This design comes from an exercise in tuning for small area on the open sky130 flow, not from production work. Only simulation tests tie the RTL to the original design; equivalence was not proved.

==> inputs of job 6543 <==
Design synth_unit, start of the top module:
module synth_unit (
    input  logic clk_i,
    input  logic rst_n_i,
    input  logic reg_write_i,
    input  logic [11:0] reg_write_addr_i,
    input  logic [31:0] reg_write_data_i,
    input  logic [3:0] reg_write_strobe_i,
    input  logic reg_read_i,
    input  logic [11:0] reg_read_addr_i,
    output logic [31:0] read_data_o,
    output logic [15:0] sample_o,
    output logic sample_valid_o,
    input  logic sample_ready_i
);
==> module voice_generator, before the edit <==
module voice_generator #(
    parameter int NUM_VOICES = 4
) (
    input  logic clk_i,
    input  logic rst_n_i,
    input  logic [NUM_VOICES-1:0] cfg_enable_i,
    input  logic [2*NUM_VOICES-1:0] cfg_wave_sel_i,
    input  logic [32*NUM_VOICES-1:0] cfg_increment_i,
    input  logic [16*NUM_VOICES-1:0] cfg_gain_i,
    input  logic [NUM_VOICES-1:0] voice_start_i,
    input  logic [31:0] duty_i,
    input  logic run_i,
    output logic [15:0] sample_o,
    output logic sample_valid_o,
    input  logic sample_ready_i
);
    localparam int RIPPLE = 24;  
    logic [31:0] phase_q [NUM_VOICES];
    logic [31:0] phase_sum [NUM_VOICES];
    logic [31:0] phase_next [NUM_VOICES];
    logic [NUM_VOICES-1:0] flip;  
    logic [16*NUM_VOICES-1:0] shaped;
    logic [15:0] mixed, slot_q;
    logic valid_q;
    logic load;
    assign load = run_i && (!valid_q || sample_ready_i);
    for (genvar v = 0; v < NUM_VOICES; v++) begin : g_add
        logic [31:0] a, b;
        logic [RIPPLE:0] c;
        logic [32:RIPPLE] c0, c1;
        assign a = phase_q[v];
        assign b = cfg_increment_i[32*v +: 32];
        assign c[0] = 1'b0;
        for (genvar i = 0; i < RIPPLE; i++) begin : g_lo
            assign phase_sum[v][i] = a[i] ^ b[i] ^ c[i];
            assign c[i+1] = (a[i] & b[i]) | (a[i] & c[i]) | (b[i] & c[i]);
        end
        assign c0[RIPPLE] = 1'b0;
        assign c1[RIPPLE] = 1'b1;
        for (genvar i = RIPPLE; i < 32; i++) begin : g_hi
            assign phase_sum[v][i] = c[RIPPLE] ? (a[i] ^ b[i] ^ c1[i]) : (a[i] ^ b[i] ^ c0[i]);
            assign c0[i+1] = (a[i] & b[i]) | (a[i] & c0[i]) | (b[i] & c0[i]);
            assign c1[i+1] = (a[i] & b[i]) | (a[i] & c1[i]) | (b[i] & c1[i]);
        end
    end
    always_comb begin
        for (int v = 0; v < NUM_VOICES; v++) begin
            if (!cfg_enable_i[v]) shaped[16*v +: 16] = '0;
            else if (cfg_wave_sel_i[2*v +: 2] == 2'd0) shaped[16*v +: 16] = phase_q[v][31:16];
            else shaped[16*v +: 16] = 16'h7FFF;
            flip[v] = cfg_enable_i[v] && cfg_wave_sel_i[2*v +: 2] != 2'd0 && !(phase_q[v] < duty_i);
        end
    end
    voice_mixer #(.NUM_VOICES(NUM_VOICES)) u_mix (
        .samples_i (shaped), .gains_i (cfg_gain_i), .flip_i (flip), .sample_o (mixed)
    );
    always_comb begin
        for (int v = 0; v < NUM_VOICES; v++) begin
            if (!rst_n_i || voice_start_i[v]) phase_next[v] = '0;
            else if (load && cfg_enable_i[v]) phase_next[v] = phase_sum[v];
            else phase_next[v] = phase_q[v];
        end
    end
    always_ff @(posedge clk_i) begin
        for (int v = 0; v < NUM_VOICES; v++) phase_q[v] <= phase_next[v];
    end
    always_ff @(posedge clk_i) begin
        if (!rst_n_i) begin
            valid_q <= 1'b0;
        end else begin
            if (load) valid_q <= 1'b1;
            else if (sample_ready_i) valid_q <= 1'b0;
        end
    end
    always_ff @(posedge clk_i) begin
        if (load) slot_q <= mixed;
    end
    assign sample_o = slot_q;
    assign sample_valid_o = valid_q;
endmodule
make LEC_CHECK=0 ABC_AREA=1 CAP_MARGIN=20 CORE_MARGIN=2 CORE_UTILIZATION=40 PLACE_DENSITY=0.6 SLEW_MARGIN=20 finish   # period 13.0 ns
run.sh (not shown) runs the stock make flow with config.mk's settings and CLKGATE_MAP_FILE= SYNTH_SCRIPT=/design/flow/synth_recipe.tcl, a recipe that flattens the netlist after the stock synthesis.
==> inputs of job 2285, as changes to job 6543 <==
--- a/flow/design.v
+++ b/flow/design.v
@@ -134,3 +134,3 @@
 );
-    localparam int RIPPLE = 24;  
+    localparam int RIPPLE = 20;  
     logic [31:0] phase_q [NUM_VOICES];
@@ -148,2 +148,3 @@
         logic [32:RIPPLE] c0, c1;
+        logic [31:RIPPLE] s0, s1;
         assign a = phase_q[v];
@@ -158,6 +159,8 @@
         for (genvar i = RIPPLE; i < 32; i++) begin : g_hi
-            assign phase_sum[v][i] = c[RIPPLE] ? (a[i] ^ b[i] ^ c1[i]) : (a[i] ^ b[i] ^ c0[i]);
+            assign s0[i] = a[i] ^ b[i] ^ c0[i];
             assign c0[i+1] = (a[i] & b[i]) | (a[i] & c0[i]) | (b[i] & c0[i]);
+            assign s1[i] = a[i] ^ b[i] ^ c1[i];
             assign c1[i+1] = (a[i] & b[i]) | (a[i] & c1[i]) | (b[i] & c1[i]);
         end
+        assign phase_sum[v][31:RIPPLE] = c[RIPPLE] ? s1 : s0;
     end
==> flow/flow/run.sh (new file) <==
#!/bin/bash
# Own layout flow: the standard flow (standard.sh) with these changes:
# - synthesis: Yosys's synth runs with -noabc, so its quick generic ABC pass
#   does not restructure the RTL's full-adder trees before extract_fa maps them
#   to adder cells; and the final ABC mapping uses ABC's area-oriented mapper
#   (amap) in place of map. Registers, names and flattening are the standard
#   flow's.
# - placement buffers every input and output port with the smallest buffer,
#   sky130_fd_sc_hd__buf_1, instead of the one buffer_ports picks itself.
# Everything else (floorplan, power grid, taps, CTS, routing) is standard.
# make's full output goes to flow_synth.log and flow_make.log here; ORFS's
# per-step logs stay under orfs/logs.
set -euo pipefail
work=$(pwd)
sed 's/yosys synth -nofsm -noshare /yosys synth -nofsm -noshare -noabc /' synth_recipe.tcl > flow_synth.tcl
grep -q -- '-noabc' flow_synth.tcl
sed 's#synth_recipe\.tcl#flow_synth.tcl#g' standard.sh > flow_standard.sh
grep -q 'flow_synth\.tcl' flow_standard.sh
# ORFS's scripts with the area ABC script changed; only synthesis reads it.
rm -rf flow_scripts
cp -r "$FLOW_HOME/scripts" flow_scripts
printf 'strash\ndch\namap\ntopo\nstime -c\nbuffer -c\nupsize -c\ndnsize -c\n' > flow_scripts/abc_area.script
bash flow_standard.sh "SCRIPTS_DIR=$work/flow_scripts" synth > flow_synth.log 2>&1
grep -q 'flow_scripts/abc_area.script' orfs/logs/*/synth_unit/base/1_2_yosys.log
bash flow_standard.sh "BUFFER_PORTS_ARGS=-buffer_cell sky130_fd_sc_hd__buf_1" finish > flow_make.log 2>&1
test -s out/final.def
==> flow/standard.sh (new file) <==
#!/bin/bash
# synth_recipe.tcl (not shown) runs the flow's synth.tcl, then flattens the netlist and writes it again
# the make line also repeats each setting of config.mk as NAME=value (left out here)
make -C /OpenROAD-flow-scripts/flow DESIGN_CONFIG=/design/flow/config.mk WORK_HOME=/design/flow/orfs CLKGATE_MAP_FILE= SYNTH_SCRIPT=/design/flow/synth_recipe.tcl "${@:-finish}"
Settings changed: CTS_CLUSTER_DIAMETER set to 150, CTS_CLUSTER_SIZE set to 20.
removed: flow/run.sh
==> notes <==
- Die area: job 6543 is larger than job 2285 (6.0%).
- First-iteration DRC count: job 6543 is smaller than job 2285 (8.6%).
- Of job 2285 and job 6543, job 2285 has the higher utilization (gap 0.27 points).
- Non-clock buffer count: job 6543 is lower than job 2285 (130).
- Against job 2285, the area after synthesis of job 6543 is larger by about 6%.
- Between job 6543 and job 2285, the lower synthesized cell count is in job 2285 (gap 6.5%, measured against job 2285).
- Clock-buffer cell count: job 2285 is lower than job 6543 (19).
- Of job 6543 and job 2285, job 6543 has the higher register-to-register slack (gap 0.10 ns).
==> figures <==
Tap Cells: job 2285 1536; job 6543 1650
Average routed wire per standard cell: job 2285 26.4 um; job 6543 24.0 um
Vias in the first global route: job 2285 38164; job 6543 39188
Status: job 2285 finished clean; job 6543 finished clean
Crit path largest cell delay: job 2285 0.49 ns; job 6543 0.50 ns
Gate count of the mapped netlist: job 2285 4947; job 6543 5270
Worst slew pin tran: job 2285 1.27 ns; job 6543 1.17 ns
Final area over synthesized area: job 2285 1.100x; job 6543 1.096x
Beginning of the worst register-to-register path: job 2285 u_regs.duty_q[3]$_DFFE_PP_; job 6543 u_regs.g_voice[2].u_voice.inc_q[0]$_DFFE_PP_
Path length in cells of the critical path: job 2285 60; job 6543 37
Setup skew after layout: job 2285 0.0322 ns; job 6543 0.0578 ns
Utilization after layout: job 2285 44.4%; job 6543 44.1%
Detailed route wirelength on metal3: job 2285 15700 um; job 6543 14600 um
Fin crit period: job 2285 12.53 ns; job 6543 12.43 ns
Initial Util: job 2285 40.4%; job 6543 40.3%
GR Layer Usage met1: job 2285 38.9%; job 6543 33.7%

==> re-timing with driven ports <==
The results above use ideal ports. As a check the final layouts listed here were re-extracted and re-timed, cells and wires unchanged. Step 1: set_driving_cell puts a clkbuf_16 on clk_i and a buf_2 on each other input, an assumption about the parent block. Step 2 moves the port delays by t, midway between the first and last clock arrival at a register: inputs arrive t later, outputs are due t later. That takes back most of the time a late clock gives input paths. a / b / c = ideal ports / drivers / drivers and shift; a / b = the first two.
run	shift t [ns]	setup WS [ns]	hold WS [ns]	latest minus earliest clock arrival (ns)	slew at the worst register clock pin (ns)
job 6543	0.699	0.570 / 0.570 / 0.570	0.488 / 0.488 / 0.488	0.058 / 0.059	0.07 / 0.07
job 2285	0.674	0.470 / 0.470 / 0.470	0.483 / 0.483 / 0.483	0.034 / 0.035	0.09 / 0.09
After both steps setup and hold are still met in every run listed.
